This is an optimization exercise on Yosys and OpenROAD, whose aim is small area, a short achievable clock period and few clock cycles per item, not a production implementation.
The RTL was checked by simulation tests, not by an equivalence proof against the original design.
Power figures rest on the tool's default switching activity, not on a simulated workload.

## config.mk

```make
export PLATFORM = sky130hd
export DESIGN_NAME = round_robin_tick_scheduler
export DESIGN_NICKNAME = round_robin_tick_scheduler
export VERILOG_FILES = /design/flow/design.v
export SDC_FILE = /design/flow/constraint.sdc
export NUM_CORES = 4
export LEC_CHECK = 0
export CAP_MARGIN = 20
export CORE_MARGIN = 2
export CORE_UTILIZATION = 40
export PLACE_DENSITY = 0.6
export SETUP_SLACK_MARGIN = 2.2
export SLEW_MARGIN = 20
```

## constraint.sdc

```tcl
create_clock -name core_clock -period 5.0 [get_ports {clock}]
set_input_delay 1.0000 -clock core_clock [delete_from_list [all_inputs] [get_ports {clock}]]
set_output_delay 1.0000 -clock core_clock [all_outputs]
set_load 0.01 [all_outputs]
```

## design.v

```verilog
`timescale 1ns / 1ps
package rrts_pkg;
   localparam int TIME_W  = 16;
   localparam int BURST_W = 16;
   localparam int TASK_W  = 5;
   localparam logic [TIME_W-1:0] TIME_MAX = {TIME_W{1'b1}};
   localparam logic OP_LOAD = 1'b0;
   localparam logic OP_TICK = 1'b1;
   typedef logic [TIME_W-1:0]  time_type;
   typedef logic [BURST_W-1:0] burst_type;
   typedef logic [TASK_W-1:0]  task_type;
   typedef struct packed {
      logic empty;
      logic full;
   } fifo_status_type;
endpackage
`timescale 1ns / 1ps
module rrts_task_table #(
   parameter int MAX_TASKS = 32,
   parameter int IW        = 5
) (
   input  logic                 clock,
   input  logic [MAX_TASKS-1:0] arr_we,
   input  rrts_pkg::time_type   arr_wdata,
   input  logic [MAX_TASKS-1:0] rem_we,
   input  rrts_pkg::burst_type  rem_wdata,
   input  rrts_pkg::time_type   cmp_time,
   output logic [MAX_TASKS-1:0] arr_match,
   input  logic [IW-1:0]        rem_rd_addr,
   output rrts_pkg::burst_type  rem_rdata
);
   rrts_pkg::time_type  arrival_mem   [MAX_TASKS];
   rrts_pkg::burst_type remaining_mem [MAX_TASKS];
   always_ff @(posedge clock) begin
      for (int i = 0; i < MAX_TASKS; i++) begin
         if (arr_we[i]) begin
            arrival_mem[i] <= arr_wdata;
         end
         if (rem_we[i]) begin
            remaining_mem[i] <= rem_wdata;
         end
      end
   end
   always_comb begin
      for (int i = 0; i < MAX_TASKS; i++) begin
         arr_match[i] = (arrival_mem[i] == cmp_time);
      end
   end
   assign rem_rdata = remaining_mem[rem_rd_addr];
endmodule
`timescale 1ns / 1ps
module rrts_ready_fifo #(
   parameter int MAX_TASKS = 32,
   parameter int IW        = 5,
   parameter int CW        = 6
) (
   input  logic           clock,
   input  logic           reset,
   input  logic           pop,
   input  logic [1:0]     npush,
   input  logic [IW-1:0]  push_a,
   input  logic [IW-1:0]  push_b,
   output logic [IW-1:0]  head,
   output logic [IW-1:0]  second,
   output logic           empty,
   output logic           multi
);
   logic [IW-1:0] q_ff [MAX_TASKS];
   logic [CW-1:0] fill_ff;
   logic [CW-1:0] base;
   assign empty  = (fill_ff == '0);
   assign multi  = (fill_ff[CW-1:1] != '0);
   assign head   = q_ff[0];
   assign second = q_ff[1];
   assign base   = fill_ff - CW'(pop);
   always_ff @(posedge clock) begin
      for (int k = 0; k < MAX_TASKS; k++) begin
         if (CW'(k) < base) begin
            if (pop) begin
               q_ff[k] <= (k < MAX_TASKS - 1) ? q_ff[(k + 1) % MAX_TASKS] : q_ff[k];
            end
         end else if (CW'(k) == base) begin
            q_ff[k] <= push_a;
         end else begin
            q_ff[k] <= push_b;
         end
      end
   end
   always_ff @(posedge clock) begin
      if (reset) begin
         fill_ff <= '0;
      end else begin
         fill_ff <= base + CW'(npush);
      end
   end
endmodule
`timescale 1ns / 1ps
module round_robin_tick_scheduler #(
   parameter int MAX_TASKS = 32
) (
   input  logic                 clock,
   input  logic                 reset,
   input  logic                 req_valid,
   output logic                 req_ready,
   input  logic                 req_operation,
   input  logic [15:0]          req_arrival_time,
   input  logic [15:0]          req_burst_length,
   output logic                 rsp_valid,
   input  logic                 rsp_ready,
   output logic [4:0]           rsp_task_index,
   output logic                 rsp_idle,
   output logic                 rsp_finished,
   output logic [15:0]          rsp_slot_time
);
   localparam int IW = (MAX_TASKS > 1) ? $clog2(MAX_TASKS) : 1;
   localparam int CW = $clog2(MAX_TASKS + 1);
   localparam logic [CW-1:0] FULL_CNT = CW'(MAX_TASKS);
   typedef struct packed {
      logic [MAX_TASKS-1:0] mask;
      logic                 any;
      logic                 more;
      logic [IW-1:0]        low;
   } arr_set_type;
   function automatic arr_set_type encode(logic [MAX_TASKS-1:0] m);
      arr_set_type r;
      r.mask = m;
      r.any  = 1'b0;
      r.more = 1'b0;
      r.low  = '0;
      for (int i = MAX_TASKS - 1; i >= 0; i--) begin
         if (m[i]) begin
            r.more = r.any;
            r.any  = 1'b1;
            r.low  = IW'(i);
         end
      end
      encode = r;
   endfunction
   logic                p_vld_ff;
   logic                p_op_ff;
   rrts_pkg::time_type  p_arr_ff;
   rrts_pkg::burst_type p_len_ff;
   logic [CW-1:0]       loaded_ff;
   rrts_pkg::time_type  x1_ff, x2_ff, x3_ff;    
   logic                x1v_ff, x2v_ff, x3v_ff;  
   logic                tzero_ff;
   arr_set_type         arr1_ff;
   logic [MAX_TASKS-1:0] arr2_ff;
   logic                stall_ff;
   logic                rj_vld_ff;
   logic [IW-1:0]       rj_idx_ff;
   rrts_pkg::burst_type head_rem_ff;
   logic                rsp_valid_ff;
   rrts_pkg::task_type  rsp_task_ff;
   logic                rsp_idle_ff;
   logic                rsp_fin_ff;
   rrts_pkg::time_type  rsp_slot_ff;
   logic                skid_vld_ff;
   rrts_pkg::task_type  skid_task_ff;
   logic                skid_idle_ff;
   logic                skid_fin_ff;
   logic                p_go;
   logic                is_tick;
   logic                is_load;
   logic                load_ok;
   logic                load_arr0;
   logic                eq1, eq2;
   logic [MAX_TASKS-1:0] ld_sel;
   logic [MAX_TASKS-1:0] run_sel;
   logic [MAX_TASKS-1:0] lmask;
   logic [MAX_TASKS-1:0] arr_match;
   logic [MAX_TASKS-1:0] rem_we;
   rrts_pkg::burst_type rem_wdata;
   rrts_pkg::burst_type rem_rdata;
   logic [IW-1:0]       rem_rd_addr;
   rrts_pkg::burst_type rem_dec;
   logic [IW-1:0]       head;
   logic [IW-1:0]       second;
   logic                q_empty;
   logic                q_multi;
   logic                pop;
   logic [1:0]          npush;
   logic [IW-1:0]       push_a;
   logic [IW-1:0]       push_b;
   logic                ran;
   logic                head_last;
   logic                fin;
   logic                rejoin;
   logic                step;
   logic                stall_in;
   logic                consume_more;
   rrts_pkg::time_type  slot_time;
   assign p_go      = p_vld_ff && !stall_ff && (!p_op_ff || !skid_vld_ff);
   assign req_ready = !p_vld_ff || p_go;
   always_ff @(posedge clock) begin
      if (reset) begin
         p_vld_ff <= 1'b0;
      end else if (req_ready) begin
         p_vld_ff <= req_valid;
      end
   end
   always_ff @(posedge clock) begin
      if (req_ready) begin
         p_op_ff  <= req_operation;
         p_arr_ff <= req_arrival_time;
         p_len_ff <= req_burst_length;
      end
   end
   assign is_tick   = p_go && (p_op_ff == rrts_pkg::OP_TICK);
   assign is_load   = p_go && (p_op_ff == rrts_pkg::OP_LOAD);
   assign load_ok   = is_load && (loaded_ff != FULL_CNT);
   assign load_arr0 = load_ok && tzero_ff && (p_arr_ff == '0);
   assign eq1       = x1v_ff && (p_arr_ff == x1_ff);
   assign eq2       = x2v_ff && (p_arr_ff == x2_ff);
   assign pop       = is_tick && !q_empty;
   assign ran       = pop;
   assign head_last = (head_rem_ff[15:1] == '0);
   assign fin       = ran && head_last;
   assign rejoin    = ran && !head_last;
   assign rem_dec   = (head_rem_ff == '0) ? '0 : head_rem_ff - 1'b1;
   always_comb begin
      for (int i = 0; i < MAX_TASKS; i++) begin
         ld_sel[i]  = load_ok && (loaded_ff[IW-1:0] == IW'(i));
         run_sel[i] = ran && (head == IW'(i));
         lmask[i]   = (CW'(i) < loaded_ff);
      end
   end
   assign rem_we      = ld_sel | run_sel;
   assign rem_wdata   = is_load ? p_len_ff : rem_dec;
   assign rem_rd_addr = q_multi ? second : arr1_ff.low;
   rrts_task_table #(
      .MAX_TASKS (MAX_TASKS),
      .IW        (IW)
   ) u_table (
      .clock       (clock),
      .arr_we      (ld_sel),
      .arr_wdata   (p_arr_ff),
      .rem_we      (rem_we),
      .rem_wdata   (rem_wdata),
      .cmp_time    (x3_ff),
      .arr_match   (arr_match),
      .rem_rd_addr (rem_rd_addr),
      .rem_rdata   (rem_rdata)
   );
   always_comb begin
      npush        = 2'd0;
      push_a       = head;
      push_b       = head;
      stall_in     = 1'b0;
      consume_more = 1'b0;
      if (stall_ff) begin
         push_a = arr1_ff.low;
         push_b = rj_idx_ff;
         if (arr1_ff.more) begin
            npush        = 2'd1;
            stall_in     = 1'b1;
            consume_more = 1'b1;
         end else begin
            npush = rj_vld_ff ? 2'd2 : 2'd1;
         end
      end else if (is_tick) begin
         if (arr1_ff.any) begin
            push_a = arr1_ff.low;
            if (arr1_ff.more) begin
               npush        = 2'd1;
               stall_in     = 1'b1;
               consume_more = 1'b1;
            end else begin
               npush = rejoin ? 2'd2 : 2'd1;
            end
         end else begin
            npush = rejoin ? 2'd1 : 2'd0;
         end
      end else if (load_arr0) begin
         push_a = loaded_ff[IW-1:0];
         npush  = 2'd1;
      end
   end
   assign step = (is_tick || stall_ff) && !consume_more;
   rrts_ready_fifo #(
      .MAX_TASKS (MAX_TASKS),
      .IW        (IW),
      .CW        (CW)
   ) u_fifo (
      .clock  (clock),
      .reset  (reset),
      .pop    (pop),
      .npush  (npush),
      .push_a (push_a),
      .push_b (push_b),
      .head   (head),
      .second (second),
      .empty  (q_empty),
      .multi  (q_multi)
   );
   always_ff @(posedge clock) begin
      if (reset) begin
         loaded_ff <= '0;
         x1_ff     <= 16'd1;
         x2_ff     <= 16'd2;
         x3_ff     <= 16'd3;
         x1v_ff    <= 1'b1;
         x2v_ff    <= 1'b1;
         x3v_ff    <= 1'b1;
         tzero_ff  <= 1'b1;
         stall_ff  <= 1'b0;
         arr1_ff   <= '0;
         arr2_ff   <= '0;
      end else begin
         if (load_ok) begin
            loaded_ff <= loaded_ff + 1'b1;
         end
         if (step) begin
            tzero_ff <= 1'b0;
            if (x1v_ff) begin
               x1_ff  <= x2_ff;
               x2_ff  <= x3_ff;
               x3_ff  <= x3_ff + 1'b1;
               x1v_ff <= x2v_ff;
               x2v_ff <= x3v_ff;
               x3v_ff <= x3v_ff && (x3_ff != rrts_pkg::TIME_MAX);
            end
         end
         stall_ff <= stall_in;
         if (consume_more) begin
            arr1_ff <= encode(arr1_ff.mask & ~(MAX_TASKS'(1) << arr1_ff.low));
         end else if (step) begin
            arr1_ff <= encode(arr2_ff);
         end else if (load_ok && eq1) begin
            arr1_ff.mask <= arr1_ff.mask | ld_sel;
            arr1_ff.any  <= 1'b1;
            arr1_ff.more <= arr1_ff.any;
            if (!arr1_ff.any) begin
               arr1_ff.low <= loaded_ff[IW-1:0];
            end
         end
         if (step) begin
            arr2_ff <= x3v_ff ? (arr_match & lmask) : '0;
         end else if (load_ok && eq2) begin
            arr2_ff <= arr2_ff | ld_sel;
         end
      end
   end
   always_ff @(posedge clock) begin
      if (is_tick) begin
         rj_vld_ff <= rejoin;
         rj_idx_ff <= head;
      end
      if (is_tick) begin
         if (q_multi || arr1_ff.any) begin
            head_rem_ff <= rem_rdata;
         end else if (rejoin) begin
            head_rem_ff <= rem_dec;
         end
      end else if (load_arr0 && q_empty) begin
         head_rem_ff <= p_len_ff;
      end
   end
   logic take;
   logic skid_vld_in;
   assign take      = rsp_valid_ff && rsp_ready;
   assign slot_time = x1v_ff ? (x1_ff - 1'b1) : rrts_pkg::TIME_MAX;
   always_comb begin
      skid_vld_in = skid_vld_ff;
      if (skid_vld_ff) begin
         if (take) skid_vld_in = 1'b0;
      end else if (is_tick && rsp_valid_ff && !take) begin
         skid_vld_in = 1'b1;
      end
   end
   always_ff @(posedge clock) begin
      if (reset) begin
         rsp_valid_ff <= 1'b0;
         skid_vld_ff  <= 1'b0;
      end else begin
         if (skid_vld_ff) begin
            rsp_valid_ff <= 1'b1;
         end else if (is_tick) begin
            rsp_valid_ff <= 1'b1;
         end else if (take) begin
            rsp_valid_ff <= 1'b0;
         end
         skid_vld_ff <= skid_vld_in;
      end
   end
   always_ff @(posedge clock) begin
      if (skid_vld_ff) begin
         if (take) begin
            rsp_task_ff <= skid_task_ff;
            rsp_idle_ff <= skid_idle_ff;
            rsp_fin_ff  <= skid_fin_ff;
            rsp_slot_ff <= (rsp_slot_ff == rrts_pkg::TIME_MAX) ? rsp_slot_ff
                                                              : rsp_slot_ff + 1'b1;
         end
      end else if (is_tick) begin
         if (!rsp_valid_ff || take) begin
            rsp_task_ff <= q_empty ? '0 : head;
            rsp_idle_ff <= q_empty;
            rsp_fin_ff  <= fin;
            rsp_slot_ff <= slot_time;
         end else begin
            skid_task_ff <= q_empty ? '0 : head;
            skid_idle_ff <= q_empty;
            skid_fin_ff  <= fin;
         end
      end
   end
   assign rsp_valid      = rsp_valid_ff;
   assign rsp_task_index = rsp_task_ff;
   assign rsp_idle       = rsp_idle_ff;
   assign rsp_finished   = rsp_fin_ff;
   assign rsp_slot_time  = rsp_slot_ff;
endmodule
```

## run.sh

```bash
#!/bin/bash
# synth_recipe.tcl (not shown) runs the flow's synth.tcl, then flattens the netlist and writes it again
# the make line also repeats each setting of config.mk as NAME=value (left out here)
make -C /OpenROAD-flow-scripts/flow DESIGN_CONFIG=/design/flow/config.mk WORK_HOME=/design/flow/orfs CLKGATE_MAP_FILE= SYNTH_SCRIPT=/design/flow/synth_recipe.tcl finish
```

==> impl_metrics.json, run 1 <==
{
  "status": "no timing/DRC/antenna violations",
  "design.die.area_um2": 159000,
  "cts.sinks": 1408,
  "synth_top_area_cell": "edfxtp_1",
  "cts_buffers": 152,
  "area_growth_pct": 31.0,
  "die_y_um": 399,
  "fin_skew_ns": 0.0532,
  "syn_area_um2": 62500,
  "clk_path_buf_depth": 3,
  "clock_latency_ns": 0.85,
  "cp_top_family": "simple AND/OR/NAND/NOR gates",
  "crit_required_ns": 5.57,
  "synth_top_area_share_pct": 61.0,
  "ys_types": 89,
  "synth_most_common_cell": "edfxtp_1",
  "fmax_mhz": 266,
  "syn_area_per_cell_um2": 12.7,
  "vias": 48800,
  "ys.flop_type": "edfxtp_1",
  "synth_seq_area_share_pct": 65.5,
  "drt-total-wl_mm": 243,
  "crit_fanout": 6,
  "row_count": 145,
  "p_int_mw": 23.3,
  "cts_hold_buf": 0,
  "fillers": 12700,
  "path_common_cell": "buf_6",
  "crit_path_end_kind": "flop",
  "relSlewSlack_pct": 24.7,
  "core_area_um2": 156000,
  "place.gp.congestion": 0.969,
  "p_sw_share_pct": 30.4,
  "finalNetCount": 5630,
  "hpwl_mm": 129,
  "cts_tree": "done",
  "cts.clk_slew.worst_paths_ns": 0.07,
  "hold_violations": 0,
  "crit_buf_inv": 7,
  "port_buffers": 61,
  "avgViaCountPerCell": 6.29,
  "grt_pass1_wl_mm": 326,
  "drc": 0,
  "timing.hold.ws_ns": 0.486,
  "syn-num-nets": 4968,
  "slew_violations": 0,
  "synth.ff_latch_count": 1408,
  "grt_start_max_net_pins": 76,
  "multi_input_comb_area_um2": 24800,
  "setup-tns-final_ns": 0,
  "setup_viol": 0,
  "layout-drive-gt1-share_pct": 28.8,
  "syn_inst": 4916,
  "drt_iter0_drc": 7144,
  "power_frac_comb_pct": 22.4,
  "cap_viol_max_count": 0,
  "synth_edf_count": 1269,
  "first_pass_iters": 9,
  "regArea_um2": 41000,
  "max-vdd-ir-drop_mv": 0.393,
  "ant_nets": 0,
  "first_global_vias": 44800,
  "start_util_pct": 40.1,
  "p_sw_mw": 10.2,
  "ys_warn_count": 6,
  "synthTopCellsByArea": "edfxtp_1, xnor2_1, dfxtp_1",
  "clkPwrFrac_pct": 34.1,
  "hold_class": "reg -> reg",
  "cts_root_buf": "clkbuf_16",
  "finalCriticalPeriod_ns": 3.76,
  "io_pins": 62,
  "h-tree-depth": 4,
  "grt-ovfl-total": 0,
  "min_period_over_period_pct": 75.3,
  "antenna_found_initial": 9,
  "rsz0062_at_grt": "yes",
  "critical_path_class": "reg -> reg",
  "seqPwrFrac_pct": 43.5,
  "async_flop_share_pct": 0,
  "routedWlPerCell_um": 31.3,
  "slowest_stage": "or4_4",
  "critical_path_arrival_ns": 4.33,
  "yosys-top-cells-count": "edfxtp_1, nand2_1, xnor2_1, o21ai_0, nor2_1",
  "cp-start-kind": "flop",
  "power.density_nw_per_um2": 409,
  "worstMarginPinSlew_ns": 1.13,
  "crit_chain": "or4_4 > nor2_4 > nand2_4 > nand2_4 > inv_4 > ha_4 > ha_4 > nor3b_4 > xor2_4 > buf_6 > buf_6 > buf_12 > nor3_4 > buf_6 > buf_6 > buf_4 > o211ai_1 > o21ai_1",
  "p_leak_nw": 27.7,
  "die_w_um": 399,
  "track_usage_pct": 28.5,
  "worst_path_largest_cell_delay_ns": 0.59
}
[repair_timing]
item                                    in CTS  in global routing
gates cloned                                45                 20
hold endpoints to repair                     0                  0
endpoints found under the setup margin    1294                840
gates resized for setup                    784                452
pin swaps                                  226                189
setup buffers                              317                170
[placed cells by master (no fill, tap or decap), types with 46 or more instances in the layout]
cell type and count:
a211oi_1 63, a21oi_1 159, a22o_1 72, a22oi_1 95, buf_12 98, buf_4 425
buf_6 142, clkbuf_16 158, dfxtp_1 107, edfxtp_1 1269, nand2_1 331, nand2_2 46
nand3_1 54, nand4_1 129, nor2_1 216, nor3_1 80, nor4_1 85, o21ai_0 142
o21ai_1 104, o21ai_2 64, xnor2_1 339, xor2_1 261
[logic make-up (layout without fill, tap and decap cells)]
family,Yosys count,count (layout),share of synthesized area (%)
AO/OA/AOI/OAI,1139,1152,11.9
XOR/XNOR,607,607,8.51
adder cells (fa/ha/maj),20,20,0.395
buffers and inverters,363,1104,2.34
flip-flops,1408,1408,65.5
multiplexers,58,59,0.979
other,0,3,0
AND/OR/NAND/NOR,1321,1353,10.4
[state kept, by name, summed over array words and instances, names as in the netlist, 6 cells and up]
register	cells
head_rem_ff	16
x2_ff	16
rsp_slot_ff	16
u_fifo.q_ff	160
arr2_ff	32
arr1_ff	39
loaded_ff	6
u_fifo.fill_ff	6
p_len_ff	16
u_table.arrival_mem	512
p_arr_ff	16
x3_ff	16
x1_ff	16
u_table.remaining_mem	512
[metal layers]
metal / part of all wire [%] / vias to the layer above / wire [µm] / GRT usage, %
met3: 13 / 852 / 32000 / 8.87
met5: 0.032 / - / 77 / 0
li1: - / 20100 / - / -
met1: 38 / 24300 / 93000 / 38.7
met4: 5.5 / 10 / 13300 / 12.7
met2: 43 / 3494 / 104000 / 41.9
[through the flow]
step                area, µm²  power (mW)  std cells  worst slack (ns)  util (%)
floorplan               63000        17.2       4916              1.27         -
global placement        66800        18.9       6924             0.764      42.9
detailed placement      66800        19.0       6926             0.699      42.9
CTS                     78400        32.0       7567              1.63      50.4
global route            81800        34.2       7761              1.23      52.6
finish                  81900        33.5       7764              1.24      52.6
[power by group through the flow]
stage,Combinational [mW],Sequential [mW],Clock [mW]
final,7.51,14.6,11.4
after global routing,7.70,14.6,11.9
after CTS,6.10,14.5,11.4
after detailed placement,4.31,14.7,0
after global placement,4.23,14.7,0
after floorplan,2.73,14.4,0
[path summary, 6_finish.rpt]
check,cells past startpoint,slack (ns),endpoint,start
hold / removal,2,0.49,x2_ff[6]$_SDFFE_PP0P_,x2_ff[6]$_SDFFE_PP0P_
setup / recovery,18,1.24,u_fifo.q_ff[9][3]$_DFFE_PP_,u_fifo.fill_ff[4]$_SDFF_PP0_
hold reg to reg,2,0.49,x2_ff[6]$_SDFFE_PP0P_,x2_ff[6]$_SDFFE_PP0P_
setup reg to reg,18,1.24,u_fifo.q_ff[9][3]$_DFFE_PP_,u_fifo.fill_ff[4]$_SDFF_PP0_
[worst min-delay path: cells and delay by family (launching register included)]
kind,cells,cell delay [ns]
AOI/OAI and AO/OA,1,0.05
DFF,1,0.33
and+or+nand+nor,1,0.06
[cell type report]
| type | instances | share of cell area (%) |
|---|---|---|
| clock inverter | 77 | 1.14 |
| clock buffer | 202 | 5.00 |
| sequential | 1408 | 50.1 |
| tap | 2058 | 3.15 |
| timing repair buffer | 769 | 9.99 |
| multi-input combinational | 3191 | 30.3 |
| antenna | 3 | 0.00917 |
| inverter | 56 | 0.300 |
Testbench counts, summed over its fixed seeds: cycles 3,508, ticks 3,200.
==> inputs of run 2 (changes only) <==
--- a/config.mk
+++ b/config.mk
@@ -11,3 +11,2 @@
 export PLACE_DENSITY = 0.6
-export SETUP_SLACK_MARGIN = 2.2
 export SLEW_MARGIN = 20
==> run 2 against run 1 <==
Count of clock-buffer cells in the layout increased by 1; highest routed layer unchanged; first-iteration DRC count decreased by 18%; critical endpoint is now u_fifo.q_ff[18][4]$_DFFE_PP_; register-to-register slack got worse by 0.77 ns; final area decreased by 12%; still clean on timing, DRC and antenna.
==> impl_metrics.json, run 2 <==
{
  "start_util_pct": 40.1,
  "area_growth_pct": 15.0,
  "first_global_vias": 41100,
  "synth_top_area_cell": "edfxtp_1",
  "hold_class": "reg -> reg",
  "final_cell_mix": "edfxtp_1, nand2_1, xnor2_1",
  "final_common_cell": "edfxtp_1",
  "multi_input_comb_area_um2": 20700,
  "ant_nets": 0,
  "power.density_nw_per_um2": 421,
  "die_y_um": 399,
  "cap_viol_max_count": 0,
  "slew_violations": 0,
  "syn_inst": 4916,
  "synth_most_common_cell": "edfxtp_1",
  "die_w_um": 399,
  "cts_tree": "done",
  "seqPwrFrac_pct": 48.0,
  "finalCriticalPeriod_ns": 4.54,
  "synth.ff_latch_count": 1408,
  "ys_types": 89,
  "drt_iter0_drc": 5880,
  "hold_violations": 0,
  "cts_root_buf": "clkbuf_16",
  "min_period_over_period_pct": 90.7,
  "critical_path_class": "reg -> reg",
  "clock_latency_ns": 0.84,
  "vias": 43900,
  "place_ws_ns": 0.565,
  "drt-total-wl_mm": 212,
  "status": "no timing/DRC/antenna violations",
  "largestRegisters": "u_table.arrival_mem x512, u_table.remaining_mem x512, u_fifo.q_ff x160",
  "core_area_um2": 156000,
  "synth_edf_count": 1269,
  "p_sw_share_pct": 28.3,
  "holdCritStartpoint": "x2_ff[12]$_SDFFE_PP0P_",
  "p_sw_mw": 8.56,
  "rsz0062_at_grt": "no",
  "row_count": 145,
  "max-vdd-ir-drop_mv": 0.326,
  "setup-tns-final_ns": 0,
  "setup_viol": 0,
  "hpwl_mm": 131,
  "fillers": 13800,
  "critical_path_arrival_ns": 5.10,
  "crit_fanout": 14,
  "cts_buffers": 149,
  "clk_path_buf_depth": 3,
  "syn_area_um2": 62500,
  "track_usage_pct": 26.2,
  "yosys-top-cells-count": "edfxtp_1, nand2_1, xnor2_1, o21ai_0, nor2_1",
  "fmax_mhz": 220,
  "cts.sinks": 1408,
  "design.die.area_um2": 159000,
  "synthTopCellsByArea": "edfxtp_1, xnor2_1, dfxtp_1",
  "syn-num-nets": 4968,
  "grt-ovfl-total": 0,
  "power_frac_comb_pct": 14.7,
  "crit_required_ns": 5.56,
  "clkPwrFrac_pct": 37.4,
  "drc": 0,
  "async_flop_share_pct": 0,
  "crit_path_end_kind": "flop",
  "cts.clk_slew.worst_paths_ns": 0.06,
  "worstMarginPinSlew_ns": 1.26,
  "port_buffers": 61,
  "cp-start-kind": "flop",
  "p_leak_nw": 23.5,
  "h-tree-depth": 4,
  "fin_skew_ns": 0.0547,
  "cts_hold_buf": 0,
  "regArea_um2": 40900,
  "synth_top_area_share_pct": 61.0,
  "crit_path_start": "u_fifo.fill_ff[4]$_SDFF_PP0_",
  "routedWlPerCell_um": 29.3,
  "cts-resized-gates": 0,
  "io_pins": 62,
  "ys.flop_type": "edfxtp_1",
  "ys_warn_count": 6,
  "antenna_found_initial": 7,
  "avgViaCountPerCell": 6.08,
  "p_int_mw": 21.7,
  "layout-drive-gt1-share_pct": 11.4,
  "first_pass_iters": 6,
  "relSlewSlack_pct": 15.9,
  "grt_pass1_wl_mm": 301,
  "place.gp.congestion": 0.976,
  "finalNetCount": 5096,
  "synth_seq_area_share_pct": 65.5,
  "syn_area_per_cell_um2": 12.7,
  "r2r_start": "u_fifo.fill_ff[4]$_SDFF_PP0_",
  "setup_ws_ns": 0.465,
  "grt_start_max_net_pins": 80,
  "cts_setup_buffers": 0
}
run 2: cell counts after synthesis:
Identical to the previous run, type by type.
run 2: per-stage QoR:
stage | instances | total power [mW] | hold slack [ns] | util [%] | cell area (µm²)
after global routing | 7224 | 31.2 | 0.494 | 46.1 | 71800
after CTS | 7221 | 30.2 | 0.482 | 46.1 | 71800
after detailed placement | 6948 | 19.0 | 0.473 | 42.9 | 66800
after floorplan | 4916 | 17.1 | 0.418 | - | 62500
after global placement | 6941 | 19.0 | 0.468 | 42.8 | 66700
final | 7225 | 30.3 | 0.482 | 46.1 | 71800
run 2: critical path: stages, from the launching register on:
cell and delay [ns]:
dfxtp_1 0.37, or4_1 0.60, nor2_2 0.13, nand2_1 0.21
nand2_1 0.15, inv_1 0.10, ha_1 0.23, ha_1 0.24
nor3b_1 0.19, xnor2_1 0.56, nand2_1 0.50, nand2_1 0.33
nand2_1 0.30, mux2_2 0.35
run 2: worst paths after layout:
check	endpoint	slack (ns)	depth (start not counted)
max	u_fifo.q_ff[18][4]$_DFFE_PP_	0.46	13
min	x1_ff[12]$_SDFFE_PP0P_	0.48	2
max reg2reg	u_fifo.q_ff[18][4]$_DFFE_PP_	0.46	13
min reg2reg	x1_ff[12]$_SDFFE_PP0P_	0.48	2
run 2: logic make-up (layout without fill, tap and decap cells):
| family | count (synthesis) | after routing | synth area share (%) |
|---|---|---|---|
| XOR/XNOR | 607 | 607 | 8.51 |
| multiplexers | 58 | 58 | 0.979 |
| other | 0 | 1 | 0 |
| AO/OA/AOI/OAI | 1139 | 1139 | 11.9 |
| adder cells (fa/ha/maj) | 20 | 20 | 0.395 |
| buffers and inverters | 363 | 613 | 2.34 |
| AND/OR/NAND/NOR | 1321 | 1321 | 10.4 |
| flip-flops | 1408 | 1408 | 65.5 |
run 2: power groups by stage:
stage                     Sequential, mW  Combinational (mW)  Clock (mW)
after global routing                14.6                4.75        11.9
final                               14.5                4.44        11.3
after global placement              14.7                4.23           0
after floorplan                     14.4                2.63           0
after CTS                           14.5                4.33        11.4
after detailed placement            14.7                4.32           0
run 2: area by class of cell:
class / count / share of cell area (%)
clock buffers: 203 / 5.66
flip-flops and latches: 1408 / 57.0
multi-input cells: 3145 / 28.8
repair buffers: 284 / 3.35
diodes: 1 / 0.00348
clock inverters: 70 / 1.30
well taps: 2058 / 3.58
inverters: 56 / 0.293
run 2: per-layer routing:
layer	global-route usage [%]	vias up	part of all wire (%)
li1	-	18900	-
met1	37.4	22100	42
met2	39.2	2448	44
met3	6.08	430	11
met4	8.91	12	3.4
met5	0	-	0.034
==> inputs of run 3 (changes only) <==
--- a/design.v
+++ b/design.v
@@ -67,20 +67,28 @@
 );
-   logic [IW-1:0] q_ff [MAX_TASKS];
-   logic [CW-1:0] fill_ff;
-   logic [CW-1:0] base;
-   assign empty  = (fill_ff == '0);
-   assign multi  = (fill_ff[CW-1:1] != '0);
+   logic [IW-1:0]        q_ff [MAX_TASKS];
+   logic [MAX_TASKS-1:0] vld_ff;
+   logic [MAX_TASKS+1:0] vx;       
+   assign empty  = !vld_ff[0];
+   assign multi  = vld_ff[1];
    assign head   = q_ff[0];
    assign second = q_ff[1];
-   assign base   = fill_ff - CW'(pop);
+   assign vx     = {1'b0, vld_ff, 1'b1};
    always_ff @(posedge clock) begin
       for (int k = 0; k < MAX_TASKS; k++) begin
-         if (CW'(k) < base) begin
-            if (pop) begin
-               q_ff[k] <= (k < MAX_TASKS - 1) ? q_ff[(k + 1) % MAX_TASKS] : q_ff[k];
+         if (pop) begin
+            if (vx[k + 2]) begin
+               q_ff[k] <= q_ff[(k + 1) % MAX_TASKS];
+            end else if (vx[k + 1]) begin
+               q_ff[k] <= push_a;
+            end else begin
+               q_ff[k] <= push_b;
             end
-         end else if (CW'(k) == base) begin
-            q_ff[k] <= push_a;
          end else begin
-            q_ff[k] <= push_b;
+            if (vx[k + 1]) begin
+               q_ff[k] <= q_ff[k];
+            end else if (vx[k]) begin
+               q_ff[k] <= push_a;
+            end else begin
+               q_ff[k] <= push_b;
+            end
          end
@@ -88,7 +96,17 @@
    end
+   logic [MAX_TASKS-1:0] vld_dn, vld_up1, vld_up2;
+   assign vld_dn  = {1'b0, vld_ff[MAX_TASKS-1:1]};
+   assign vld_up1 = {vld_ff[MAX_TASKS-2:0], 1'b1};
+   assign vld_up2 = {vld_ff[MAX_TASKS-3:0], 2'b11};
    always_ff @(posedge clock) begin
       if (reset) begin
-         fill_ff <= '0;
+         vld_ff <= '0;
       end else begin
-         fill_ff <= base + CW'(npush);
+         case ({pop, npush})
+            3'b100:         vld_ff <= vld_dn;
+            3'b001, 3'b110: vld_ff <= vld_up1;
+            3'b010:         vld_ff <= vld_up2;
+            3'b111:         vld_ff <= vld_up1;
+            default:        vld_ff <= vld_ff;
+         endcase
       end
@@ -192,4 +210,10 @@
    rrts_pkg::time_type  slot_time;
-   assign p_go      = p_vld_ff && !stall_ff && (!p_op_ff || !skid_vld_ff);
-   assign req_ready = !p_vld_ff || p_go;
+   logic go_ff;
+   logic p_vld_in;
+   logic p_op_in;
+   logic skid_vld_in;
+   assign p_go      = go_ff;
+   assign req_ready = !p_vld_ff || go_ff;
+   assign p_vld_in  = req_ready ? req_valid : p_vld_ff;
+   assign p_op_in   = req_ready ? req_operation : p_op_ff;
    always_ff @(posedge clock) begin
@@ -197,4 +221,6 @@
          p_vld_ff <= 1'b0;
-      end else if (req_ready) begin
-         p_vld_ff <= req_valid;
+         go_ff    <= 1'b0;
+      end else begin
+         p_vld_ff <= p_vld_in;
+         go_ff    <= p_vld_in && !stall_in && (!p_op_in || !skid_vld_in);
       end
@@ -359,3 +385,2 @@
    logic take;
-   logic skid_vld_in;
    assign take      = rsp_valid_ff && rsp_ready;
==> run 3 against run 2 <==
Global-route usage shrank 1.6 points; critical path depth decreased by 3; synthesized cell count up 4.1%; critical path type unchanged; critical endpoint is now head_rem_ff[14]$_DFFE_PP_; largest cell class unchanged.
==> impl_metrics.json, run 3 <==
{
  "status": "no timing/DRC/antenna violations",
  "synth_seq_area_share_pct": 62.4,
  "holdPathStages": 2,
  "grt_pass1_wl_mm": 295,
  "clk_path_buf_depth": 3,
  "dp.cells": 7027,
  "grt_util_met1_pct": 34.5,
  "setup_ws_ns": 1.21,
  "r2r_start": "u_fifo.vld_ff[1]$_SDFFE_PP0P_",
  "min_period_over_period_pct": 75.8,
  "largestRegisters": "u_table.arrival_mem x512, u_table.remaining_mem x512, u_fifo.q_ff x160",
  "grt-busiest-layer": "met2",
  "multi_input_comb_area_um2": 22600,
  "synth_top_area_cell": "edfxtp_1",
  "die_y_um": 404,
  "cts_hold_buf": 0,
  "setup_viol": 0,
  "drt_iter0_drc": 5739,
  "synth_top_area_share_pct": 52.3,
  "antenna_found_initial": 3,
  "finalCriticalPeriod_ns": 3.79,
  "critical_path_arrival_ns": 4.35,
  "final_cell_mix": "edfxtp_1, xnor2_1, nand2_1",
  "reg2reg_to": "head_rem_ff[14]$_DFFE_PP_",
  "relSlewSlack_pct": 18.5,
  "worstMarginPinSlew_ns": 1.21,
  "crit_chain": "mux2i_4 > buf_4 > a221oi_2 > buf_4 > a22o_1 > a221oi_1 > nand4_1 > nor4_1 > o22a_1 > o21ai_1",
  "critical_path_class": "reg -> reg",
  "place_ws_ns": 1.21,
  "use_met3_pct": 4.40,
  "p_leak_nw": 23.5,
  "start_util_pct": 40.3,
  "drt-total-wl_mm": 204,
  "avgViaCountPerCell": 6.01,
  "cts-resized-gates": 0,
  "synth.ff_latch_count": 1435,
  "core_area_um2": 158000,
  "synth_edf_count": 1113,
  "timing.hold.ws_ns": 0.484,
  "path_common_cell": "buf_4",
  "final_common_cell": "edfxtp_1",
  "cap_viol_max_count": 0,
  "drc": 0,
  "min_to": "x2_ff[12]$_SDFFE_PP0P_",
  "first_pass_iters": 6,
  "h-tree-depth": 4,
  "grt-ovfl-total": 0,
  "final_cells": 7327,
  "p_total_mw": 30.6,
  "crit_path_start": "u_fifo.vld_ff[1]$_SDFFE_PP0P_",
  "grt_start_max_net_pins": 101,
  "ys_types": 90,
  "row_count": 146,
  "ys.flop_type": "edfxtp_1",
  "synth_most_common_cell": "edfxtp_1",
  "synthTopCellsByArea": "edfxtp_1, dfxtp_1, xnor2_1",
  "track_usage_pct": 24.6,
  "area_growth_pct": 13.8,
  "hold_class": "reg -> reg",
  "first_global_vias": 42000,
  "hold_violations": 0,
  "syn_area_um2": 63800,
  "cts_buffers": 157,
  "worst_path_largest_cell_delay_ns": 0.93,
  "design.die.area_um2": 163000,
  "holdCritStartpoint": "x2_ff[12]$_SDFFE_PP0P_",
  "crit_fanout": 25,
  "met2_usage_pct": 38.5,
  "power.density_nw_per_um2": 421,
  "slowest_stage": "mux2i_4",
  "fmax_mhz": 264,
  "io_pins": 62,
  "slew_violations": 0,
  "regArea_um2": 39900,
  "place.gp.congestion": 0.956,
  "cp_top_family": "multiplexers",
  "ant_nets": 0,
  "hpwl_mm": 121,
  "cts_setup_buffers": 0,
  "vias": 44000,
  "syn_inst": 5119,
  "rsz0062_at_grt": "no",
  "port_buffers": 61,
  "fillers": 14000,
  "die_w_um": 404,
  "finalNetCount": 5164,
  "cts_tree": "done",
  "fin_skew_ns": 0.0714,
  "syn-num-nets": 5166,
  "clock_latency_ns": 0.84,
  "crit_required_ns": 5.56,
  "cts_root_buf": "clkbuf_16",
  "regToRegSetupSlack_ns": 1.21,
  "syn_area_per_cell_um2": 12.5,
  "cts.clk_slew.worst_paths_ns": 0.07,
  "routedWlPerCell_um": 27.8,
  "max-vdd-ir-drop_mv": 0.299,
  "yosys-top-cells-count": "edfxtp_1, xnor2_1, nand2_1, dfxtp_1, nor2_1",
  "cp-start-kind": "flop",
  "crit_path_end_kind": "flop",
  "cts.sinks": 1435,
  "crit_buf_inv": 2,
  "reg2reg_depth": 10,
  "async_flop_share_pct": 0,
  "layout-drive-gt1-share_pct": 13.7,
  "ys_warn_count": 6,
  "setup-tns-final_ns": 0
}
[run 3: power by group]
group / switching [mW] / internal (mW) / total [mW]
sequential: 0.536 / 13.8 / 14.3
clock: 5.07 / 6.88 / 12.0
combinational: 2.63 / 1.69 / 4.32
total: 8.24 / 22.4 / 30.6
[run 3: worst min-delay path, cell delays in order (launching register included)]
cell     delay [ns]
dfxtp_1        0.33
nand2_1        0.06
a21oi_1        0.05
[run 3: metrics by stage]
step	utilization (%)	cell area, µm²
global route	45.9	72600
CTS	45.8	72500
floorplan	-	63800
finish	45.9	72600
global placement	42.3	67100
detailed placement	42.4	67100
[run 3: cell families (layout without fill, tap and decap cells)]
| family | after synthesis | after routing | share of synthesized area [%] |
|---|---|---|---|
| muxes | 262 | 262 | 4.39 |
| AOI/OAI and AO/OA | 1077 | 1077 | 11.8 |
| and+or+nand+nor | 1285 | 1285 | 10.1 |
| xor gates and xnor gates | 599 | 599 | 8.22 |
| buffers and inverters | 449 | 582 | 2.85 |
| DFF | 1435 | 1435 | 62.4 |
| adders and majority gates | 12 | 12 | 0.227 |
| other | 0 | 3 | 0 |
[run 3: how the worst max path moves through the flow]
stage                                            end  slack (ns)  cells past startpoint
2_1_floorplan  u_table.remaining_mem[0][5]$_DFFE_PP_        1.81                      8
3_3_place_gp               head_rem_ff[14]$_DFFE_PP_        1.30                     10
3_5_place_dp               head_rem_ff[14]$_DFFE_PP_        1.21                     10
4_1_cts                    head_rem_ff[14]$_DFFE_PP_        1.23                     10
5_1_grt                     head_rem_ff[2]$_DFFE_PP_        1.07                     10
6_report                   head_rem_ff[14]$_DFFE_PP_        1.21                     10
[run 3: layout make-up]
class | count | area share (%)
clock buffer | 201 | 5.89
multi-input combinational | 3235 | 31.1
tap | 2072 | 3.57
antenna | 3 | 0.0103
timing repair buffer | 225 | 2.58
sequential | 1435 | 54.9
clock inverter | 93 | 1.57
inverter | 63 | 0.326
[run 3: layer usage]
metal / vias to the layer above / part of all wire [%] / routed length, µm
met5: - / 0.016 / 32
met4: 4 / 3.5 / 7090
met3: 412 / 9.2 / 18700
met2: 2273 / 46 / 92800
met1: 22000 / 42 / 85200
li1: 19300 / - / -
Testbench counts of run 3, summed over its fixed seeds: cycles 3,508, ticks 3,200.
==> inputs of run 4 (changes only) <==
--- a/config.mk
+++ b/config.mk
@@ -7,2 +7,3 @@
 export LEC_CHECK = 0
+export ABC_AREA = 1
 export CAP_MARGIN = 20
@@ -11,2 +12,3 @@
 export PLACE_DENSITY = 0.6
+export SETUP_SLACK_MARGIN = 2.5
 export SLEW_MARGIN = 20
==> run 4 against run 3 <==
Combinational power is 49% higher; setup slack improved by 0.62 ns; total power increased by 8.0%; final cell count grew 17%; global-route usage grew 2.9 points; worst hold slack worse by 0.016 ns; highest routed layer unchanged.
==> impl_metrics.json, run 4 <==
{
  "yosys-top-cells-count": "edfxtp_1, nand2_1, o21ai_0, nor2_1, a21oi_1",
  "fmax_mhz": 315,
  "met1_length_mm": 94.4,
  "track_usage_pct": 27.5,
  "cap_viol_max_count": 0,
  "drt_iter0_drc": 7908,
  "syn-num-nets": 5878,
  "largestRegisters": "u_table.arrival_mem x512, u_table.remaining_mem x512, u_fifo.q_ff x160",
  "clock_latency_ns": 0.83,
  "drc": 0,
  "reg2reg_to": "head_rem_ff[0]$_DFFE_PP_",
  "first_pass_iters": 8,
  "area_growth_pct": 32.4,
  "final_common_cell": "edfxtp_1",
  "holdCritStartpoint": "arr1_ff[12]$_SDFFE_PP0P_",
  "final_cells": 8560,
  "fin_skew_ns": 0.0310,
  "crit_fanout": 11,
  "ys_types": 66,
  "power.density_nw_per_um2": 398,
  "layout-drive-gt1-share_pct": 28.5,
  "finalCriticalPeriod_ns": 3.17,
  "holdPathStages": 2,
  "die_w_um": 400,
  "diodes": 0,
  "r2r_start": "u_fifo.vld_ff[1]$_SDFFE_PP0P_",
  "worstMarginPinSlew_ns": 1.20,
  "min_to": "arr1_ff[12]$_SDFFE_PP0P_",
  "syn_area_um2": 62600,
  "finalNetCount": 6419,
  "avgViaCountPerCell": 6.08,
  "h-tree-depth": 4,
  "first_global_vias": 46800,
  "grt_start_max_net_pins": 95,
  "syn_area_per_cell_um2": 10.7,
  "regToRegSetupSlack_ns": 1.83,
  "synth.ff_latch_count": 1435,
  "synth_seq_area_share_pct": 63.7,
  "wl_met2_mm": 106,
  "wl_met3_mm": 29.3,
  "p_leak_nw": 29.5,
  "hpwl_mm": 137,
  "grt-ovfl-total": 0,
  "cts.clk_slew.worst_paths_ns": 0.07,
  "port_buffers": 61,
  "grt_pass1_wl_mm": 322,
  "final_cell_mix": "edfxtp_1, nand2_1, o21ai_0",
  "cts_tree": "done",
  "cts_buffers": 153,
  "row_count": 145,
  "syn_inst": 5831,
  "place.gp.congestion": 1.02,
  "fillers": 12800,
  "min_period_over_period_pct": 63.5,
  "ys_warn_count": 6,
  "dp.cells": 7774,
  "critical_path_arrival_ns": 3.74,
  "vias": 52000,
  "async_flop_share_pct": 0,
  "antenna_found_initial": 19,
  "cts_root_buf": "clkbuf_16",
  "die_y_um": 400,
  "relSlewSlack_pct": 20.2,
  "top_layer_used": "met5",
  "clk_path_buf_depth": 3,
  "synth_edf_count": 1113,
  "design.die.area_um2": 160000,
  "io_pins": 62,
  "setup_ws_ns": 1.83,
  "core_area_um2": 156000,
  "status": "no timing/DRC/antenna violations",
  "reg2reg_depth": 14,
  "slew_violations": 0,
  "hold_violations": 0,
  "hold_class": "reg -> reg",
  "rsz0062_at_grt": "yes",
  "crit_path_end_kind": "flop",
  "setup_viol": 0,
  "routedWlPerCell_um": 28.1,
  "setup-tns-final_ns": 0,
  "start_util_pct": 40.2,
  "synth_top_area_share_pct": 53.4,
  "max-vdd-ir-drop_mv": 0.306,
  "cts.sinks": 1435,
  "place_ws_ns": 0.822,
  "crit_required_ns": 5.56,
  "synth_most_common_cell": "edfxtp_1",
  "drt-total-wl_mm": 240,
  "fin_util_pct": 53.2,
  "ant_nets": 0,
  "synthTopCellsByArea": "edfxtp_1, dfxtp_1, nand2_1",
  "ys.flop_type": "edfxtp_1",
  "critical_path_class": "reg -> reg",
  "cp-start-kind": "flop",
  "synth_top_area_cell": "edfxtp_1"
}
## run 4: layout make-up
type	count	area (µm²)	area share [%]
timing repair inverter	14	215	0.259
tap	2058	2570	3.10
multi-input combinational	3659	25000	30.2
clock inverter	79	1180	1.43
clock buffer	206	4220	5.09
inverter	441	1990	2.40
timing repair buffer	668	7770	9.37
sequential	1435	39900	48.2
## run 4: power by group
part	leakage, nW	total, mW	internal [mW]	switching (mW)
sequential	12.8	14.4	13.8	0.614
clock	2.61	12.2	7.16	5.03
combinational	14.1	6.44	2.32	4.11
## run 4: through the flow
step | cell area (µm²) | total power [mW] | hold slack (ns)
2_1_floorplan | 63500 | 17.0 | 0.419
3_3_place_gp | 66400 | 18.5 | 0.446
3_5_place_dp | 66400 | 18.5 | 0.450
4_1_cts | 77100 | 31.4 | 0.459
5_1_grt | 82900 | 34.1 | 0.484
6_report | 82900 | 33.0 | 0.468
## run 4: what timing repair did
| item | in CTS | in global routing |
|---|---|---|
| cloned | 18 | 43 |
| pin swaps | 186 | 260 |
| setup buffers | 253 | 187 |
| hold buffers | 0 | 0 |
| setup endpoints to repair | 1927 | 1255 |
| gates resized for setup | 672 | 916 |
| endpoints found under the hold margin | 0 | 0 |
## run 4: kinds of logic (layout without fill, tap and decap cells)
kind of cell / Yosys count / count (layout) / synth area share [%]
compound gates: 1617 / 1621 / 15.7
simple gates: 1727 / 1741 / 11.8
mux: 13 / 13 / 0.208
buf+inv: 755 / 1408 / 4.62
flops: 1435 / 1435 / 63.7
fa+ha+maj: 10 / 10 / 0.200
xor+xnor: 274 / 274 / 3.83
## run 4: routing by layer
| metal | global-route usage [%] | vias to the layer above |
|---|---|---|
| met4 | 10.0 | 10 |
| li1 | - | 22300 |
| met1 | 39.2 | 25700 |
| met5 | 0 | - |
| met3 | 5.39 | 681 |
| met2 | 41.7 | 3394 |
## run 4: worst max-delay path by stage
stage                                        startpoint                                    end  slack, ns  depth (start not counted)
final                     u_fifo.vld_ff[1]$_SDFFE_PP0P_               head_rem_ff[0]$_DFFE_PP_       1.83                         14
after global routing      u_fifo.vld_ff[1]$_SDFFE_PP0P_               head_rem_ff[0]$_DFFE_PP_       1.77                         13
after CTS                 u_fifo.vld_ff[1]$_SDFFE_PP0P_               head_rem_ff[8]$_DFFE_PP_       1.87                         13
after detailed placement  u_fifo.vld_ff[1]$_SDFFE_PP0P_               head_rem_ff[9]$_DFFE_PP_       0.82                         15
after global placement    u_fifo.vld_ff[1]$_SDFFE_PP0P_               head_rem_ff[4]$_DFFE_PP_       0.88                         14
after floorplan               loaded_ff[1]$_SDFFE_PP0P_  u_table.remaining_mem[0][0]$_DFFE_PP_       2.35                         15
## run 4: critical path, stage by stage (launching register included)
cell,delay (ns)
dfxtp_4,0.39
nand2_1,0.08
inv_2,0.05
a21oi_4,0.28
buf_12,0.16
buf_12,0.10
buf_6,0.09
nor3_2,0.04
buf_6,0.15
a22o_1,0.23
a221oi_2,0.20
nand4_1,0.39
a2111o_1,0.56
o21ai_1,0.14
o21ai_1,0.07
==> inputs of run 5 (changes only) <==
--- a/config.mk
+++ b/config.mk
@@ -7,3 +7,2 @@
 export LEC_CHECK = 0
-export ABC_AREA = 1
 export CAP_MARGIN = 20
==> run 5 against run 4 <==
Sequential power hardly changed; total power rose by 0.42%; highest routed layer is now met4; non-clock buffer count rose by 35; sequential share of layout area up 0.28 points; final area fell by 0.51%; still clean; critical path depth decreased by 4; maximum frequency grew 10%; clock power decreased by 5%; worst hold slack improved by 0.017 ns; combinational power up about 10%.
==> impl_metrics.json, run 5 <==
{
  "reg2reg_depth": 10,
  "grt_start_max_net_pins": 101,
  "crit_fanout": 7,
  "die_y_um": 404,
  "met2_usage_pct": 41.1,
  "crit_path_start": "p_arr_ff[5]$_DFFE_PN_",
  "drt-total-wl_mm": 229,
  "hold_class": "reg -> reg",
  "cp-endpoint": "u_fifo.vld_ff[14]$_SDFFE_PP0P_",
  "ys.flop_type": "edfxtp_1",
  "relSlewSlack_pct": 15.0,
  "regToRegSetupSlack_ns": 2.12,
  "grt-ovfl-total": 0,
  "slew_violations": 0,
  "ys_warn_count": 6,
  "cts_root_buf": "clkbuf_16",
  "p_leak_nw": 27.7,
  "port_buffers": 61,
  "rsz0062_at_grt": "yes",
  "dp.cells": 7042,
  "grt_pass1_wl_mm": 319,
  "synth_top_area_share_pct": 52.3,
  "worstMarginPinSlew_ns": 1.27,
  "cap_viol_max_count": 0,
  "ant_nets": 0,
  "start_util_pct": 40.3,
  "cts_buffers": 156,
  "vias": 48300,
  "synth_edf_count": 1113,
  "fmax_mhz": 347,
  "setup-tns-final_ns": 0,
  "avgViaCountPerCell": 6.18,
  "cts_tree": "done",
  "yosys-top-cells-count": "edfxtp_1, xnor2_1, nand2_1, dfxtp_1, nor2_1",
  "final_cells": 7816,
  "first_global_vias": 45000,
  "design.die.area_um2": 163000,
  "synthTopCellsByArea": "edfxtp_1, dfxtp_1, xnor2_1",
  "status": "no timing/DRC/antenna violations",
  "h-tree-depth": 4,
  "hpwl_mm": 122,
  "hold_violations": 0,
  "largestRegisters": "u_table.arrival_mem x512, u_table.remaining_mem x512, u_fifo.q_ff x160",
  "use_met3_pct": 5.22,
  "critical_path_arrival_ns": 3.58,
  "cp-start-kind": "flop",
  "fin_skew_ns": 0.0494,
  "syn_inst": 5119,
  "holdPathStages": 2,
  "max-vdd-ir-drop_mv": 0.319,
  "syn_area_per_cell_um2": 12.5,
  "drt_iter0_drc": 6452,
  "core_area_um2": 158000,
  "power.density_nw_per_um2": 402,
  "row_count": 146,
  "grt_util_met1_pct": 37.0,
  "syn_area_um2": 63800,
  "layout-drive-gt1-share_pct": 29.0,
  "syn-num-nets": 5166,
  "setup_viol": 0,
  "synth.ff_latch_count": 1435,
  "synth_most_common_cell": "edfxtp_1",
  "antenna_found_initial": 4,
  "crit_required_ns": 5.70,
  "synth_top_area_cell": "edfxtp_1",
  "drc": 0,
  "grt-busiest-layer": "met2",
  "reg2reg_to": "u_fifo.vld_ff[14]$_SDFFE_PP0P_",
  "cts.clk_slew.worst_paths_ns": 0.06,
  "cts.sinks": 1435,
  "r2r_start": "p_arr_ff[5]$_DFFE_PN_",
  "finalNetCount": 5664,
  "ys_types": 90,
  "async_flop_share_pct": 0,
  "clock_latency_ns": 0.79,
  "fillers": 13000,
  "first_pass_iters": 6,
  "finalCriticalPeriod_ns": 2.88,
  "min_period_over_period_pct": 57.6,
  "synth_seq_area_share_pct": 62.4,
  "critical_path_class": "reg -> reg",
  "clk_path_buf_depth": 3,
  "io_pins": 62,
  "place.gp.congestion": 0.958,
  "area_growth_pct": 29.2,
  "routedWlPerCell_um": 29.3,
  "final_cell_mix": "edfxtp_1, xnor2_1, buf_4",
  "die_w_um": 404,
  "final_common_cell": "edfxtp_1",
  "crit_path_end_kind": "flop",
  "track_usage_pct": 26.7
}
==> run 5: cell types whose count changed in the layout (fill, tap and decap cells not counted), sizes merged, moves of 132 or more <==
cell and delta:
nor2 -204, mux2 +132, xnor2 +334, inv -375
nand2 -522, o21ai -345, a21oi -217
==> run 5: kinds of logic (layout without fill, tap and decap cells) <==
family | Yosys count | in the layout | share of synthesized area (%)
other cells | 0 | 1 | 0
simple gates | 1285 | 1288 | 10.1
flops | 1435 | 1435 | 62.4
compound gates | 1077 | 1095 | 11.8
mux | 262 | 264 | 4.39
buf+inv | 449 | 1050 | 2.85
fa+ha+maj | 12 | 12 | 0.227
xor+xnor | 599 | 599 | 8.22
==> run 5: power breakdown <==
group	switching, mW	internal (mW)
Combinational	3.66	3.43
Sequential	0.650	13.8
Clock	5.00	6.65
==> run 5: worst max-delay path: stages (launching register included) <==
cell	delay, ns
edfxtp_1	0.47
nor4_4	0.32
nand4_1	0.39
o31ai_4	0.45
a21oi_4	0.16
xnor2_2	0.18
nand2b_4	0.20
buf_12	0.14
buf_16	0.13
o22ai_4	0.07
nor4_2	0.25
==> run 5: timing repair <==
item,CTS,global route
hold buffers,0,0
setup buffers,272,157
pin swaps,171,202
cloned,48,12
resized for setup,700,470
setup endpoints to repair,1870,1069
==> run 5: how the worst min path moves through the flow <==
stage                                  end  slack (ns)                   start
floorplan            tzero_ff$_SDFFE_PP1P_        0.42   tzero_ff$_SDFFE_PP1P_
global placement     x1_ff[4]$_SDFFE_PP0P_        0.47   x2_ff[4]$_SDFFE_PP0P_
detailed placement   x1_ff[1]$_SDFFE_PP0P_        0.48   x2_ff[1]$_SDFFE_PP1P_
CTS                 x1_ff[15]$_SDFFE_PP0P_        0.49  x2_ff[15]$_SDFFE_PP0P_
global route        x1_ff[15]$_SDFFE_PP0P_        0.51  x2_ff[15]$_SDFFE_PP0P_
finish              x1_ff[15]$_SDFFE_PP0P_        0.49  x2_ff[15]$_SDFFE_PP0P_
==> run 5: final cells by class <==
type                    instances  area (µm²)  area share (%)
flip-flops and latches       1435       40000            48.4
multi-input cells            3258       26500            32.2
repair buffers                703        7950            9.64
clock buffers                 210        4210            5.10
well taps                    2072        2590            3.14
clock inverters                74         916            1.11
inverters                      63         330           0.400
diodes                          1        2.50         0.00303
==> run 5: metrics by stage <==
stage                     utilization [%]  worst slack [ns]  hold WS, ns  power, mW  cell area [µm²]
final                                52.1              2.12        0.485       33.2            82500
after global routing                 52.1              2.07        0.508       34.2            82500
after CTS                            49.6              2.21        0.487       32.1            78600
after detailed placement             42.6              1.26        0.476       18.9            67400
after global placement               42.5              1.27        0.471       18.8            67400
after floorplan                         -              2.18        0.418       17.6            64300
==> run 5: layer usage <==
metal / share of wire, % / up-vias
met5: 0 / -
met4: 5.0 / 0
met3: 11 / 678
met2: 45 / 2982
met1: 39 / 24300
li1: - / 20400
==> inputs of run 6 (changes only) <==
--- a/config.mk
+++ b/config.mk
@@ -9,4 +9,4 @@
 export CORE_MARGIN = 2
-export CORE_UTILIZATION = 40
-export PLACE_DENSITY = 0.6
+export CORE_UTILIZATION = 55
+export PLACE_DENSITY = 0.7
 export SETUP_SLACK_MARGIN = 2.5
==> run 6 against run 5 <==
Non-clock buffer count is 116 lower; still clean; area after synthesis unchanged; critical path type unchanged; clock power shrank 5%; final cell count down 8.7%; worst hold slack lost 0.011 ns; final area down 3.6%; sequential power about the same; wire length fell by 3.8%; flip-flop and latch count unchanged; sequential share of layout area grew 1.8 points.
==> impl_metrics.json, run 6 <==
{
  "clock_latency_ns": 0.83,
  "synth_edf_count": 1113,
  "seqPwrFrac_pct": 45.3,
  "setup_viol": 0,
  "worstMarginPinSlew_ns": 1.29,
  "hold_class": "reg -> reg",
  "start_util_pct": 55.6,
  "p_sw_share_pct": 28.3,
  "ant_nets": 0,
  "cts_root_buf": "clkbuf_16",
  "regToRegSetupSlack_ns": 1.89,
  "syn_inst": 5119,
  "syn_area_um2": 63800,
  "vias": 49000,
  "critical_path_arrival_ns": 3.81,
  "final_common_cell": "edfxtp_1",
  "min_period_over_period_pct": 62.2,
  "max-vdd-ir-drop_mv": 0.330,
  "regArea_um2": 40000,
  "cts.sinks": 1435,
  "die_w_um": 345,
  "p_leak_nw": 26.7,
  "syn-num-nets": 5166,
  "area_growth_pct": 24.6,
  "port_buffers": 61,
  "critical_path_class": "reg -> reg",
  "synth_top_area_share_pct": 52.3,
  "place_ws_ns": 0.925,
  "finalCriticalPeriod_ns": 3.11,
  "first_global_vias": 44900,
  "cp-start-kind": "flop",
  "relSlewSlack_pct": 14.3,
  "fmax_mhz": 321,
  "cp_top_family": "simple AND/OR/NAND/NOR gates",
  "die_y_um": 345,
  "h-tree-depth": 4,
  "row_count": 124,
  "track_usage_pct": 34.8,
  "slowest_stage": "edfxtp_1",
  "finalNetCount": 5548,
  "drt_iter0_drc": 7747,
  "clkPwrFrac_pct": 34.4,
  "syn_area_per_cell_um2": 12.5,
  "layout-drive-gt1-share_pct": 26.5,
  "hpwl_mm": 115,
  "crit_chain": "nor3_4 > nand4_1 > buf_6 > a211o_1 > a21oi_4 > nor3_4 > a21oi_2 > buf_6 > buf_6 > clkbuf_16 > o22ai_2 > nor4_2",
  "routedWlPerCell_um": 30.9,
  "grt_pass1_wl_mm": 302,
  "p_int_mw": 22.8,
  "first_pass_iters": 14,
  "avgViaCountPerCell": 6.86,
  "rsz0062_at_grt": "yes",
  "crit_required_ns": 5.70,
  "cts.clk_slew.worst_paths_ns": 0.06,
  "reg2reg_depth": 12,
  "final_cell_mix": "edfxtp_1, xnor2_1, nand2_1",
  "cts_hold_buf": 0,
  "largestRegisters": "u_table.arrival_mem x512, u_table.remaining_mem x512, u_fifo.q_ff x160",
  "synth.ff_latch_count": 1435,
  "crit_fanout": 7,
  "synth_most_common_cell": "edfxtp_1",
  "reg2reg_to": "u_fifo.vld_ff[26]$_SDFFE_PP0P_",
  "antenna_found_initial": 2,
  "core_area_um2": 115000,
  "diodes": 0,
  "power.density_nw_per_um2": 400,
  "clk_path_buf_depth": 3,
  "io_pins": 62,
  "grt-ovfl-total": 0,
  "cp_num_cells": 12,
  "min_to": "tzero_ff$_SDFFE_PP1P_",
  "cap_viol_max_count": 0,
  "crit_buf_inv": 4,
  "synthTopCellsByArea": "edfxtp_1, dfxtp_1, xnor2_1",
  "synth_top_area_cell": "edfxtp_1",
  "crit_path_end_kind": "flop",
  "yosys-top-cells-count": "edfxtp_1, xnor2_1, nand2_1, dfxtp_1, nor2_1",
  "status": "no timing/DRC/antenna violations",
  "design.die.area_um2": 119000,
  "ys.flop_type": "edfxtp_1",
  "drt-total-wl_mm": 220,
  "setup_ws_ns": 1.89,
  "ys_warn_count": 6,
  "worst_path_largest_cell_delay_ns": 0.59,
  "holdCritStartpoint": "tzero_ff$_SDFFE_PP1P_",
  "hold_violations": 0,
  "async_flop_share_pct": 0,
  "ys_types": 90,
  "fillers": 7586,
  "cts_tree": "done",
  "p_sw_mw": 9.02,
  "place.gp.congestion": 0.939,
  "holdPathStages": 1,
  "fin_skew_ns": 0.0596,
  "cts_buffers": 148,
  "r2r_start": "head_rem_ff[13]$_DFFE_PP_",
  "setup-tns-final_ns": 0,
  "slew_violations": 0,
  "power_frac_comb_pct": 20.3,
  "multi_input_comb_area_um2": 26100,
  "drc": 0,
  "path_common_cell": "buf_6",
  "synth_seq_area_share_pct": 62.4,
  "grt_start_max_net_pins": 129
}
run 6: final cells by class:
cell class / count / area share, %
clock inverters: 78 / 0.997
repair buffers: 587 / 8.12
well taps: 1512 / 2.38
multi-input cells: 3266 / 32.8
clock buffers: 194 / 5.03
inverters: 63 / 0.431
flip-flops and latches: 1435 / 50.3
run 6: kinds of logic after synthesis:
| family | after synthesis | synth area share (%) |
|---|---|---|
| AOI/OAI and AO/OA | 1077 | 11.8 |
| xor gates and xnor gates | 599 | 8.22 |
| adders and majority gates | 12 | 0.227 |
| buffers and inverters | 449 | 2.85 |
| DFF | 1435 | 62.4 |
| muxes | 262 | 4.39 |
| and+or+nand+nor | 1285 | 10.1 |
run 6: worst max path at each step:
| stage | startpoint | to |
|---|---|---|
| after floorplan | p_op_ff$_DFF_P_ | u_table.remaining_mem[0][0]$_DFFE_PP_ |
| after global placement | u_fifo.vld_ff[1]$_SDFFE_PP0P_ | head_rem_ff[0]$_DFFE_PP_ |
| after detailed placement | loaded_ff[1]$_SDFFE_PP0P_ | u_fifo.q_ff[13][1]$_DFF_P_ |
| after CTS | u_fifo.vld_ff[1]$_SDFFE_PP0P_ | head_rem_ff[8]$_DFFE_PP_ |
| after global routing | head_rem_ff[13]$_DFFE_PP_ | u_fifo.vld_ff[11]$_SDFFE_PP0P_ |
| final | head_rem_ff[13]$_DFFE_PP_ | u_fifo.vld_ff[26]$_SDFFE_PP0P_ |
run 6: repair_timing:
action / CTS / global route
buffers inserted: 231 / 108
pin swaps: 147 / 179
gates cloned: 37 / 18
endpoints found under the setup margin: 1924 / 1230
resized for setup: 655 / 370
run 6: per-layer routing:
metal	share of wire, %	track usage [%]	vias to the layer above
met5	0	0	-
met1	36	48.1	24000
met4	5.4	14.4	0
met3	14	8.36	836
li1	-	-	20200
met2	44	52.8	3923
run 6: power by group through the flow:
stage          combinational, mW  clock (mW)  sequential [mW]
5_1_grt                     6.78        11.4             14.5
4_1_cts                     5.53        10.9             14.4
2_1_floorplan               3.30           0             14.3
6_report                    6.46        11.0             14.4
3_5_place_dp                4.22           0             14.6
3_3_place_gp                4.11           0             14.6
run 6: through the flow:
stage / instance area [µm²] / total power [mW] / util (%) / std cells / hold WS (ns)
global placement: 66600 / 18.7 / 58.0 / 6469 / 0.439
floorplan: 64300 / 17.6 / - / 5119 / 0.418
detailed placement: 66600 / 18.8 / 58.0 / 6469 / 0.442
finish: 79500 / 31.8 / 69.3 / 7135 / 0.474
CTS: 76700 / 30.8 / 66.8 / 7009 / 0.456
global route: 79500 / 32.7 / 69.3 / 7135 / 0.469

separate check: timing with driven ports:
No port has a modelled driver above. Below, the same layouts with a new extraction and two added sets of constraints. Step 1 sets driving cells, clkbuf_16 on the clock port and buf_2 on the other inputs (assumed; they add their load-dependent delay and slew). Step 2 also shifts input and output timing later by t, the mid clock arrival at the registers, as if the neighbouring blocks saw the same clock. Three values: no drivers, after step 1, after step 2; two values: the first two.
run	t (ns)	setup slack, ns	worst setup path at the end	slew at the worst register clock pin (ns)	pins driven straight from the clock port
run 1	0.898	1.236 / 1.236 / 1.236	register to register	0.07 / 0.07	1
run 2	0.901	0.465 / 0.465 / 0.465	register to register	0.07 / 0.07	1
run 3	0.883	1.209 / 1.209 / 1.209	register to register	0.07 / 0.07	1
run 4	0.893	1.826 / 1.826 / 1.826	register to register	0.07 / 0.07	1
run 5	0.867	2.120 / 2.120 / 1.771	input to register	0.07 / 0.07	1
run 6	0.871	1.889 / 1.889 / 1.879	input to register	0.07 / 0.07	1
After both steps setup and hold are still met in every run listed. For run 5, which loses most, drivers alone change the setup slack by 0.000 ns; drivers and shift together by -0.349 ns.
